Background: an optimization exercise with open tools, aiming at a short achievable clock period and few clock cycles per item. Do not read the settings as production practice.
The RTL was checked by simulation tests, not by an equivalence proof against the original design.
Power and IR drop assume default switching activity.

==> flow/design.v <==
`timescale 1ns/1ps
package yRowPkg;
   typedef logic [256-1:0] rowData;        
   typedef logic [48-1:0] yEntry;       
   typedef logic [11-1:0] rowAddr;
   typedef logic [4-1:0] slotOneHot;        
   typedef logic [$clog2(4)-1:0] slotIndex;
endpackage
`timescale 1ns/1ps
`timescale 1ns/1ps
`timescale 1ns/1ps
`timescale 1ns/1ps
`timescale 1ns/1ps
module yWriteBack
(
   input logic clock,
   input logic reset,
   input logic dpDone,
   input logic cpDone,
   input yRowPkg::rowAddr diagAddr,
   input yRowPkg::rowAddr nonDiagAddr,
   input yRowPkg::slotOneHot diagSlot,
   input yRowPkg::slotOneHot nonDiagSlot,
   input yRowPkg::yEntry computedDiag,
   input yRowPkg::yEntry changeData,
   input yRowPkg::rowData readData1,
   input yRowPkg::rowData readData2,
   output yRowPkg::rowAddr readAddr1,
   output yRowPkg::rowAddr readAddr2,
   output yRowPkg::rowAddr writeAddr,
   output yRowPkg::rowData writeData,
   output logic writeEnable,
   output logic writeDone
);
   function automatic logic oneHot(input yRowPkg::slotOneHot code);
      oneHot = (code == 4'b0001) || (code == 4'b0010) || (code == 4'b0100) || (code == 4'b1000);
   endfunction
   logic busy;        
   logic idle;
   logic load1;       
   logic accept;      
   logic fresh1;      
   logic fresh2;      
   yRowPkg::rowAddr aAddr, bAddr;
   yRowPkg::slotOneHot ds1, ns1;
   yRowPkg::yEntry dv1, cv1;
   logic legal1;
   logic eqAB;
   logic [4-1:0] aKeepLo, aSelDv1, aSelCv1;
   logic aKeepHi;
   yRowPkg::rowAddr cAddr, dAddr;
   yRowPkg::slotOneHot ds2, ns2;
   yRowPkg::yEntry dv2, cv2;
   logic legal2;
   logic eqCA, eqDA, eqCB, eqDB, eqDC;
   yRowPkg::rowData row1, row2;
   logic pendA, pendB, pendC, pendD;
   logic nHitA, nHitB, nHitC, nHitD, nKill;
   logic isAIn, isBIn, isCIn, isDIn;
   logic isAReg, isBReg, isCReg, isDReg;
   logic nSrcRow1, nSrcRow2, nSrcRd1, nSrcRd2;
   yRowPkg::rowAddr nAddr;
   logic nLast;
   logic inEqCA, inEqDA, inEqCB, inEqDB, inEqDC;
   logic inLegal2;
   logic hasA, hasB, hasC, hasD;
   yRowPkg::rowData aRaw, aSet1;
   logic firstA, firstB, firstC, firstD;
   logic firstLast;
   logic curB, curA, curC;
   logic restA, restC, restD;
   logic folA, folC, folD;
   logic folLast;
   yRowPkg::rowData nRaw;
   yRowPkg::rowData nextRow;
   assign readAddr1 = diagAddr;
   assign readAddr2 = nonDiagAddr;
   assign idle = !busy;
   assign load1 = idle && dpDone && !cpDone;
   assign accept = idle && dpDone && cpDone;
   assign aRaw = fresh1 ? readData1 : row1;
   always_comb
   begin
      for (int s = 0; s < 4; s++)
      begin
         for (int b = 0; b < 48; b++)
            aSet1[s * 64 + b] = (aKeepLo[s] && aRaw[s * 64 + b])
               || (aSelDv1[s] && dv1[b]) || (aSelCv1[s] && cv1[b]);
         for (int b = 48; b < 64; b++)
            aSet1[s * 64 + b] = aKeepHi && aRaw[s * 64 + b];
      end
   end
   assign inEqCA = (diagAddr == aAddr);
   assign inEqDA = (nonDiagAddr == aAddr);
   assign inEqCB = (diagAddr == bAddr);
   assign inEqDB = (nonDiagAddr == bAddr);
   assign inEqDC = (nonDiagAddr == diagAddr);
   assign inLegal2 = oneHot(diagSlot) && oneHot(nonDiagSlot)
      && !(inEqDC && (diagSlot == nonDiagSlot));
   assign hasB = !eqAB;
   assign hasA = inEqCA || inEqDA;
   assign hasC = !inEqCA && !inEqCB;
   assign hasD = !inEqDA && !inEqDB && !inEqDC;
   assign firstB = hasB;
   assign firstA = !hasB && hasA;
   assign firstC = !hasB && !hasA && hasC;
   assign firstD = !hasB && !hasA && !hasC;
   assign firstLast = hasB ? !(hasA || hasC || hasD) : (hasA ? !(hasC || hasD) : !hasD);
   assign curB = pendB;
   assign curA = !pendB && pendA;
   assign curC = !pendB && !pendA && pendC;
   assign restA = pendA && curB;
   assign restC = pendC && (curB || curA);
   assign restD = pendD && (curB || curA || curC);
   assign folA = restA;
   assign folC = !restA && restC;
   assign folD = !restA && !restC && restD;
   assign folLast = restA ? !(restC || restD) : !(restC && restD);
   assign isAIn = firstA;
   assign isBIn = firstA ? eqAB : firstB;
   assign isCIn = firstA ? inEqCA : (firstB ? inEqCB : firstC);
   assign isDIn = firstA ? inEqDA : (firstB ? inEqDB : (firstC ? inEqDC : 1'b1));
   assign isAReg = folA;
   assign isBReg = folA && eqAB;
   assign isCReg = folA ? eqCA : folC;
   assign isDReg = folA ? eqDA : (folC ? eqDC : 1'b1);
   always_comb
   begin
      for (int i = 0; i < 256; i++)
         nRaw[i] = (nSrcRow1 && row1[i]) || (nSrcRow2 && row2[i]) || (nSrcRd1 && readData1[i])
            || (nSrcRd2 && readData2[i]);
      for (int s = 0; s < 4; s++)
      begin
         for (int b = 0; b < 48; b++)
         begin
            if (nHitC && ds2[s])
               nextRow[s * 64 + b] = dv2[b];
            else if (nHitD && ns2[s])
               nextRow[s * 64 + b] = cv2[b];
            else if (nKill)
               nextRow[s * 64 + b] = 1'b0;
            else if (nHitA && ds1[s])
               nextRow[s * 64 + b] = dv1[b];
            else if (nHitB && ns1[s])
               nextRow[s * 64 + b] = cv1[b];
            else
               nextRow[s * 64 + b] = nRaw[s * 64 + b];
         end
         for (int b = 48; b < 64; b++)
            nextRow[s * 64 + b] = !nKill && nRaw[s * 64 + b];
      end
   end
   always_ff @(posedge clock)
   begin
      if (!reset)
      begin
         busy <= 1'b0;
         fresh1 <= 1'b0;
         fresh2 <= 1'b0;
         pendA <= 1'b0;
         pendB <= 1'b0;
         pendC <= 1'b0;
         pendD <= 1'b0;
         writeEnable <= 1'b0;
         writeDone <= 1'b0;
      end
      else
      begin
         fresh1 <= load1;
         fresh2 <= accept;
         if (accept)
         begin
            busy <= 1'b1;
            pendA <= hasA;
            pendB <= hasB;
            pendC <= hasC;
            pendD <= hasD;
            writeEnable <= 1'b1;
            writeDone <= 1'b0;
         end
         else if (busy)
         begin
            busy <= !nLast;
            pendB <= 1'b0;
            if (curA)
               pendA <= 1'b0;
            if (curC)
               pendC <= 1'b0;
            if (!curB && !curA && !curC)
               pendD <= 1'b0;
            writeEnable <= 1'b1;
            writeDone <= nLast;
         end
         else
         begin
            writeEnable <= 1'b0;
            writeDone <= 1'b0;
         end
      end
   end
   always_ff @(posedge clock)
   begin
      if (!reset)
      begin
         aAddr <= '0;
         bAddr <= '0;
      end
      else if (load1)
      begin
         aAddr <= diagAddr;
         bAddr <= nonDiagAddr;
      end
   end
   always_ff @(posedge clock)
   begin
      writeData <= busy ? nextRow : aSet1;
      writeAddr <= busy ? nAddr : aAddr;
   end
   always_ff @(posedge clock)
   begin
      if (accept)
      begin
         nHitA <= legal1 && isAIn;
         nHitB <= legal1 && isBIn;
         nHitC <= inLegal2 && isCIn;
         nHitD <= inLegal2 && isDIn;
         nKill <= ((isAIn || isBIn) && !legal1) || ((isCIn || isDIn) && !inLegal2);
         nSrcRow1 <= 1'b0;
         nSrcRow2 <= firstB;
         nSrcRd1 <= (firstA && inEqCA) || firstC;
         nSrcRd2 <= (firstA && !inEqCA) || firstD;
         nAddr <= firstB ? bAddr : ((firstA ? aAddr : (firstC ? diagAddr : nonDiagAddr)));
         nLast <= firstLast;
      end
      else
      begin
         nHitA <= legal1 && isAReg;
         nHitB <= legal1 && isBReg;
         nHitC <= legal2 && isCReg;
         nHitD <= legal2 && isDReg;
         nKill <= ((isAReg || isBReg) && !legal1) || ((isCReg || isDReg) && !legal2);
         nSrcRow1 <= (folA && eqCA) || folC;
         nSrcRow2 <= (folA && !eqCA) || folD;
         nSrcRd1 <= 1'b0;
         nSrcRd2 <= 1'b0;
         nAddr <= folA ? aAddr : (folC ? cAddr : dAddr);
         nLast <= folLast;
      end
   end
   always_ff @(posedge clock)
   begin
      if (load1)
      begin
         ds1 <= diagSlot;
         ns1 <= nonDiagSlot;
         dv1 <= computedDiag;
         cv1 <= changeData;
         eqAB <= (diagAddr == nonDiagAddr);
         legal1 <= oneHot(diagSlot) && oneHot(nonDiagSlot)
            && !((diagAddr == nonDiagAddr) && (diagSlot == nonDiagSlot));
         aKeepHi <= oneHot(diagSlot) && oneHot(nonDiagSlot)
            && !((diagAddr == nonDiagAddr) && (diagSlot == nonDiagSlot));
         for (int s = 0; s < 4; s++)
         begin
            aSelDv1[s] <= diagSlot[s];
            aSelCv1[s] <= (diagAddr == nonDiagAddr) && nonDiagSlot[s];
            aKeepLo[s] <= !diagSlot[s] && !((diagAddr == nonDiagAddr) && nonDiagSlot[s]);
         end
         if (!(oneHot(diagSlot) && oneHot(nonDiagSlot)
            && !((diagAddr == nonDiagAddr) && (diagSlot == nonDiagSlot))))
         begin
            aSelDv1 <= '0;
            aSelCv1 <= '0;
            aKeepLo <= '0;
         end
      end
      if (accept)
      begin
         cAddr <= diagAddr;
         dAddr <= nonDiagAddr;
         ds2 <= diagSlot;
         ns2 <= nonDiagSlot;
         dv2 <= computedDiag;
         cv2 <= changeData;
         legal2 <= inLegal2;
         eqCA <= inEqCA;
         eqDA <= inEqDA;
         eqCB <= inEqCB;
         eqDB <= inEqDB;
         eqDC <= inEqDC;
      end
      if (fresh1 || fresh2)
      begin
         row1 <= readData1;
         row2 <= readData2;
      end
   end
endmodule
==> flow/run.sh <==
#!/bin/bash
# synth_recipe.tcl (not shown) runs the flow's synth.tcl, then flattens the netlist and writes it again
# the make line also repeats each setting of config.mk as NAME=value (left out here)
make -C /OpenROAD-flow-scripts/flow DESIGN_CONFIG=/design/flow/config.mk WORK_HOME=/design/flow/orfs CLKGATE_MAP_FILE= SYNTH_SCRIPT=/design/flow/synth_recipe.tcl finish
==> flow/config.mk <==
export PLATFORM = sky130hd
export DESIGN_NAME = yWriteBack
export DESIGN_NICKNAME = yWriteBack
export VERILOG_FILES = /design/flow/design.v
export SDC_FILE = /design/flow/constraint.sdc
export NUM_CORES = 4
export LEC_CHECK = 0
export ABC_CLOCK_PERIOD_IN_PS = 2000
export CAP_MARGIN = 20
export CORE_AREA = 10 10 390 390
export DIE_AREA = 0 0 400 400
export SETUP_SLACK_MARGIN = 3.0
export SLEW_MARGIN = 20
==> flow/constraint.sdc <==
create_clock -name core_clock -period 5.0 [get_ports {clock}]
set_input_delay 1.0000 -clock core_clock [delete_from_list [all_inputs] [get_ports {clock}]]
set_output_delay 1.0000 -clock core_clock [all_outputs]
set_load 0.01 [all_outputs]
==> results of run 1 <==
## power by group through the flow
stage	Clock, mW	Combinational, mW	Sequential [mW]
after floorplan	0	1.31	10.6
after global placement	0	2.94	10.7
after detailed placement	0	2.95	10.7
after CTS	9.88	3.35	10.6
after global routing	10.2	4.03	10.6
final	9.91	3.95	10.6
## final cells by class
type	instances	area (µm²)
clock buffers	169	3550
multi-input cells	2835	23900
inverters	7	71.3
repair buffers	1433	17400
well taps	1903	2380
repair inverters	3	31.3
diodes	131	328
fillers	12000	65400
clock inverters	63	817
flip-flops and latches	1079	29600
## kinds of logic after synthesis
logic type | synth area share
compound gates | 0.255
xor+xnor | 0.0107
fa+ha+maj | 0.000191
buf+inv | 0.0467
flops | 0.558
mux | 0.0586
simple gates | 0.0712
## path summary, 6_finish.rpt
path | from | to | slack, ns | depth (start not counted)
max | writeData[81] | writeData[81] | 2.69 | 1
max reg2reg | nHitB | writeData[207] | 2.80 | 10
min reg2reg | nAddr[10] | writeAddr[10] | 0.48 | 1
min | nAddr[10] | writeAddr[10] | 0.48 | 1
## stage by stage
stage | setup WS [ns] | util
after global placement | 1.46 | 0.441
after CTS | 2.67 | 0.505
after global routing | 2.69 | 0.543
after detailed placement | 1.48 | 0.441
final | 2.69 | 0.544
after floorplan | -0.0145 | -
## state kept, by name, summed over array words and instances, names as in the netlist, 48 cells and up
signal     cells
row1         256
cv2           48
cv1           48
row2         256
dv2           48
dv1           48
writeData    256
## cell usage after synthesis (all sizes together), types with 63 or more instances
cell type / count / area (µm²)
dfxtp: 319 / 6390
mux2: 212 / 2390
nor2b: 63 / 394
a311oi: 192 / 1680
a221o: 197 / 1970
edfxtp: 760 / 22800
a22oi: 389 / 2920
a21oi: 592 / 2970
clkbuf: 303 / 1140
a221oi: 256 / 2250
a22o: 64 / 561
nor2: 201 / 762
and3b: 192 / 1680
nand2: 69 / 259
o22ai: 64 / 400
buf: 243 / 1280
mux2i: 68 / 681
## routing by layer
metal / up-vias / track usage / part of all wire
met2: 5637 / 0.523 / 0.41
met5: - / 0.00575 / 0.0019
li1: 20400 / - / -
met4: 72 / 0.230 / 0.084
met1: 26500 / 0.438 / 0.34
met3: 1708 / 0.162 / 0.16
## repair_timing
item | 4_1_cts | 5_1_grt
setup endpoints to repair | 1287 | 693
pin swaps | 145 | 417
cloned | 73 | 65
resized for setup | 2141 | 584
buffers inserted | 139 | 140
hold buffers | 0 | 0
==> summary.md, run 1 <==
| Metric | Value |
|---|---|
| P_int | `17.8 mW` |
| Leakage power | `roughly 28 nW` |
| Post-Syn Instances | `4439` |
| Clock network power share | `0.405` |
| CP Data Required Time | `4.00 ns` |
| Area of the core | `143000 µm²` |
| Post-synthesis cell area | `52400 µm²` |
| Detail Route Antenna Nets | `0` |
| Worst-Margin Slew | `1.15 ns` |
| Peak VDD IR | `0.290 mV` |
| Clock Skews | `0.0341 ns` |
| Cell variety after synth | `63` |
| Maxcap violations | `0` |
| Comb power frac | `0.161` |
| Number of antenna violations at the first check in global routing | `roughly 150` |
| Vias in the first global route | `48.1k` |
| Root Driver | `clkbuf_16` |
| Clock Sinks | `1079` |
| Buffers and inverters on the worst path | `1` |
| Die Area | `160000 µm²` |
| WHS | `slightly below 0.5 ns` |
| Overall routing resource usage | `0.363` |
| H-tree depth | `3` |
| Dominant synthesized flop cell | `edfxtp_1` |
| Placed cell count | `6843` |
| Commonest non-fill, non-tap cell in the layout | `edfxtp_1` |
| Crit path time final | `2.31 ns` |
| Largest net degree at the start of global routing | `129` |
| Die X | `400 µm` |
| Crit end category | `output pin` |
| Avg Inst Size Synth | `between 10 and 15 µm²` |
| Clk slew on worst S/H paths | `0.06 ns` |
| Power density cells | `313 nW/µm²` |
| Routability cong. | `0.906` |
| Syn nets | `5081` |
| DRT Pass-1 Iters | `9` |
| Non-Filler Instances | `roughly 7.6k` |
| Die H | `approximately 400 µm` |
| Switching pwr | `6.67 mW` |
| Seq cells post-synth | `1079` |
| Syn-to-layout area delta | `49.1%` |
| Final instance area | `78100 µm²` |
| Global route total overflow | `0` |
| DP Area | `63200 µm²` |
| Port Buffer Count | `around 930` |
| Fin. Hold Viols | `0` |
| Total Power | `24.5 mW` |
| Async set or reset register ratio after synthesis | `0` |
| Drt via density | `around 7` |
| Critical path peak fanout | `1` |
| Slew HR | `0.233` |
| CTS tree | `built` |
| Wire length per cell | `roughly 44 µm` |
| RSZ-0062 raised after global routing | `yes` |
| Number of buffers created by CTS | `between 100 and 150` |
| Crit path DAT | `1.31 ns` |
| Clk latency of the worst-skew pair | `0.78 ns` |
| Sw frac | `0.273` |
| Nets | `roughly 6.1k` |
| Routed vias | `approximately 54k` |
| Largest stage delay, worst path | `0.42 ns` |
| Status | `timing/DRC/antenna clean` |
| First-pass GRT wire length | `409000 µm` |
| Setup-failing EPs final | `0` |
| Hold WC Path Type | `reg -> reg` |
| Most frequent cells in the layout | `760 x edfxtp_1, 609 x clkdlybuf4s50_1, 558 x a21oi_1` |
| CP Cell Sequence | `buf_6` |
| DP Wirelength | `around 170000 µm` |
| Max Slew Vio Count | `0` |
| Kind of critical path | `reg -> out` |
| Num rows | `about 140` |
| DR DRC count | `0` |
| Sequential power share | `0.434` |
| Period utilisation layout | `0.463` |
| TNS Setup | `0 ns` |
| CP delay by family, top | `flip-flops` |
| CP max stage cell | `dfxtp_4` |
| Syn. warnings | `1` |
| WL final | `336000 µm` |
| CTS Buffer Depth | `3` |
| Seq/Total Area, Yosys | `0.558` |
| EDFF count, synth | `760` |
| Worst Setup Start Kind | `register` |
| Initial drt markers | `9635` |
| I/O pins | `933` |
| Layout cells sized above 1 | `0.361` |
| Fmax | `0.432 GHz` |
| Initial Utilization | `0.365` |
Testbench counts, summed over its fixed seeds: cycles 93,160, pairs 24,000.
==> inputs of run 2 (changes only) <==
--- a/flow/config.mk
+++ b/flow/config.mk
@@ -8,6 +8,6 @@
 export ABC_CLOCK_PERIOD_IN_PS = 2000
 export CAP_MARGIN = 20
-export CORE_AREA = 10 10 390 390
-export DIE_AREA = 0 0 400 400
+export CORE_AREA = 10 10 340 340
+export DIE_AREA = 0 0 350 350
 export SETUP_SLACK_MARGIN = 3.0
 export SLEW_MARGIN = 20
==> run 2 against run 1 <==
  * Routed wire length decreased by 4.6%
  * Via count up 2.0%
  * Clock skew rose by 0.014 ns
  * Clock power fell by 6.2%
  * Global-route usage up 9.5 points
  * Still clean
  * Register-to-register slack got worse by 0.27 ns
  * Critical endpoint is now writeData[221]
  * Setup slack worse by 0.16 ns
==> summary.md, run 2 <==
| Metric | Value |
|---|---|
| Status | `timing/DRC/antenna clean` |
| DP Wirelength | `166000 µm (-3.4%)` |
| Hold WC Path Type | `in -> reg` |
| Mux contribution to synthesized area | `0.0586 (unchanged)` |
| Crit path time final | `2.47 ns (+0.155 ns)` |
| Top cells by count, synth | `760 x edfxtp_1, 591 x a21oi_1, 389 x a22oi_1` |
| Power density cells | `312 nW/µm² (-0.63%)` |
| Number of buffers created by CTS | `117 (-3.3%)` |
| Largest net degree at the start of global routing | `98 (-24%)` |
| Post-CTS Hold Buffers | `0 (unchanged)` |
| DRT Pass-1 Iters | `9 (unchanged)` |
| Hold depth | `1 (unchanged)` |
| Kind of critical path | `reg -> reg` |
| Clock Skews | `0.0477 ns (+0.0136 ns)` |
| Fin. Hold Viols | `0 (unchanged)` |
| R2R Path End | `writeData[221]` |
| Maxcap violations | `0 (unchanged)` |
| H-tree depth | `3 (unchanged)` |
| RSZ-0062 raised after global routing | `yes` |
| Cell variety after synth | `63 (unchanged)` |
| Crit path DAT | `3.11 ns (+1.80 ns)` |
| Reg2reg start | `nSrcRd1` |
| Die Area | `123000 µm² (-23%)` |
| Hold endpoint | `cAddr[0]` |
| Most frequent cell after synthesis | `edfxtp_1` |
| First-pass GRT wire length | `398000 µm (-2.9%)` |
| Die H | `350 µm (-13%)` |
| Routed vias | `55.3k (+2.0%)` |
| Placed cell count | `6359 (-7.1%)` |
| WL final | `320000 µm (-4.6%)` |
| Drt via density | `7.77 (+9.2%)` |
| Vias in the first global route | `47.8k (-0.76%)` |
| Worst-Margin Slew | `1.20 ns (+0.0534 ns)` |
| Async set or reset register ratio after synthesis | `0 (unchanged)` |
| Clk latency of the worst-skew pair | `0.77 ns (about the same)` |
| Xor and xnor area share after synthesis | `0.0107 (unchanged)` |
| Yosys top cell area share | `0.436 (unchanged)` |
| Period utilisation layout | `0.494 (+0.0310)` |
| CP Data Required Time | `5.64 ns (+1.64 ns)` |
| Initial drt markers | `10.8k (+12%)` |
| Port Buffer Count | `932 (unchanged)` |
| Syn-to-layout area delta | `46.4%` |
| DP Area | `62700 µm² (-0.81%)` |
| Largest family of logic cells by synthesized area | `compound AO/OA/AOI/OAI gates` |
| DR DRC count | `0 (unchanged)` |
| Fmax | `0.405 GHz (-6.3%)` |
| Nets | `6126 (+0.065%)` |
| Post-Syn Instances | `4439 (unchanged)` |
| Largest stage delay, worst path | `0.72 ns (+0.30 ns)` |
| Setup slack, reg-to-reg | `2.53 ns (-0.27 ns)` |
| Compound-Gate Fraction of Synth Area | `0.255 (unchanged)` |
| EDFF count, synth | `760 (unchanged)` |
| Final design utilization | `0.706 (+0.162)` |
| Leakage power | `27.5 nW (-0.94%)` |
| Most used cell, CP | `buf_6` |
| Seq/Total Area, Yosys | `0.558 (unchanged)` |
| Synth area leader | `edfxtp_1` |
| Num rows | `121 (-13%)` |
| Adder-Cell Fraction of Synth Area | `0.000191 (unchanged)` |
| CTS tree | `built` |
| Initial Utilization | `0.483 (+0.117)` |
| Critical path peak fanout | `4 (+3)` |
| Final instance area | `76700 µm² (-1.8%)` |
| DR WL met2 | `128000 µm (-7.3%)` |
| Syn. warnings | `1 (unchanged)` |
| I/O pins | `933 (unchanged)` |
| Overall routing resource usage | `0.458 (+0.0946)` |
| Worst Setup Start Kind | `register` |
| Reg2reg path depth | `11 (+1)` |
| Number of antenna violations at the first check in global routing | `126 (-17%)` |
| Clock Sinks | `1079 (unchanged)` |
| Max Used Layer | `met5` |
| Most frequent cells in the layout | `760 x edfxtp_1, 590 x clkdlybuf4s50_1, 568 x a21oi_1` |
| Wire length per cell | `45.0 µm (+2.1%)` |
| Global route total overflow | `0 (unchanged)` |
| Hold_sp | `diagAddr[0]` |
| Root Driver | `clkbuf_16` |
| Seq cells post-synth | `1079 (unchanged)` |
| Post-synthesis cell area | `52400 µm² (unchanged)` |
| Slew HR | `0.197 (-0.0356)` |
| Leading post-synthesis cells by cell area | `edfxtp_1 44%, dfxtp_1 12%, a21oi_1 5.6%` |
| WL met3 | `55700 µm (+2.1%)` |
| Avg Inst Size Synth | `11.8 µm² (unchanged)` |
| Crit end category | `register` |
| Routability cong. | `0.918 (+1.3%)` |
| Syn nets | `5081 (unchanged)` |
| Detail Route Antenna Nets | `0 (unchanged)` |
| Biggest regs | `row1 x256, row2 x256, writeData x256` |
| Dominant synthesized flop cell | `edfxtp_1` |
| Peak VDD IR | `0.282 mV (-2.8%)` |
| Die X | `350 µm (-13%)` |
| Setup-failing EPs final | `0 (unchanged)` |
| Simple-gate share of the synthesized area | `0.0712 (unchanged)` |
| CP Cell Sequence | `buf_12, buf_6, buf_6, buf_6, buf_4, a22oi_1, a311oi_4, a21oi_1, nor2_1, a21oi_1, a221oi_2` |
| Metal-1 WL | `104000 µm (-8.8%)` |
| Non-Filler Instances | `7119 (-6.6%)` |
| CTS Buffer Depth | `3 (unchanged)` |
| Clk slew on worst S/H paths | `0.06 ns (about the same)` |
| Max Slew Vio Count | `0 (unchanged)` |
| Commonest non-fill, non-tap cell in the layout | `edfxtp_1` |
| Layout cells sized above 1 | `0.347 (-0.0134)` |
| CP max stage cell | `a311oi_4` |
| Area of the core | `109000 µm² (-24%)` |
-- run 2: cell types whose count changed in the layout (fill, tap and decap cells not counted), moves of 17 or more --
cell	change
clkinv_1	+17
nor2b_2	-18
clkdlybuf4s50_1	-19
buf_6	+20
buf_16	-28
nor2b_1	+23
-- run 2: layout make-up --
class	instances	area [µm²]
Inverter	7	73.8
Tap cell	1414	1770
Multi-Input combinational cell	2844	23900
Clock inverter	65	738
Antenna cell	116	290
Timing Repair Buffer	1432	16900
Clock buffer	159	3300
Timing Repair inverter	3	26.3
Fill cell	7718	31900
Sequential cell	1079	29600
-- run 2: worst max path at each step --
stage / start / endpoint / slack (ns)
floorplan: fresh1 / row1[0] / -0.01
global placement: dpDone / cv1[21] / 1.35
detailed placement: dpDone / dv1[8] / 1.33
CTS: writeData[109] / writeData[109] / 2.72
global route: nSrcRd1 / writeData[221] / 2.51
finish: nSrcRd1 / writeData[221] / 2.53
-- run 2: where the power goes --
part / total [mW] / switching, mW / internal, mW
Sequential: 10.6 / 0.436 / 10.2
Clock: 9.30 / 3.96 / 5.34
Combinational: 3.96 / 2.13 / 1.84
-- run 2: routing by layer --
| layer | global-route usage | vias to the layer above |
|---|---|---|
| met5 | 0.0106 | - |
| met4 | 0.336 | 60 |
| met3 | 0.202 | 1941 |
| met2 | 0.645 | 6156 |
| met1 | 0.549 | 26800 |
| li1 | - | 20400 |
-- run 2: cell families after synthesis --
group           count (synthesis)
buf+inv                       553
compound gates               1841
simple gates                  623
xor+xnor                       62
flops                        1079
fa+ha+maj                       1
mux                           280
-- run 2: what timing repair did --
| item | CTS | global route |
|---|---|---|
| pin swaps | 62 | 430 |
| setup buffers | 162 | 135 |
| cloned | 58 | 65 |
| resized for setup | 2151 | 576 |
| hold endpoints to repair | 0 | 0 |
| setup endpoints to repair | 1331 | 516 |
-- run 2: worst max-delay path, delay by kind of cell, from the launching register on --
kind | cells | cell delay [ns]
compound gates | 5 | 1.29
buf+inv | 5 | 0.56
flops | 1 | 0.40
simple gates | 1 | 0.11
-- run 2: per-stage QoR --
stage                     setup WS (ns)  hold slack [ns]  TNS, ns  power [mW]
final                              2.53            0.439        0        23.9
after global routing               2.51            0.432        0        24.2
after CTS                          2.72            0.440        0        23.1
after detailed placement           1.33            0.451        0        13.7
after global placement             1.35            0.450        0        13.7
after floorplan                 -0.0145            0.409    -7.42        11.9

==> static timing again, ports no longer ideal <==
In the flow no input, the clock included, has a driving cell. The finished layouts below were timed again as built, in two steps. Step 1 sets driving cells, clkbuf_16 on the clock port and buf_2 on the other inputs (assumed; they add their load-dependent delay and slew). Step 2, shift: input delay + t, output delay - t, t = (earliest + latest rising clock arrival at the registers) / 2. This alone moves slack from input paths to output paths. Three values: no drivers, after step 1, after step 2; two values: the first two.
| run | t, ns | setup slack, ns | slew at the worst register clock pin (ns) |
|---|---|---|---|
| run 1 | 0.862 | 2.687 / 2.599 / 2.099 | 0.07 / 0.07 |
| run 2 | 0.829 | 2.532 / 2.532 / 1.723 | 0.08 / 0.08 |
After both steps every run listed still meets setup and hold. The setup slack of run 2, which loses most, moves by 0.000 ns with the drivers and by -0.809 ns with both steps.
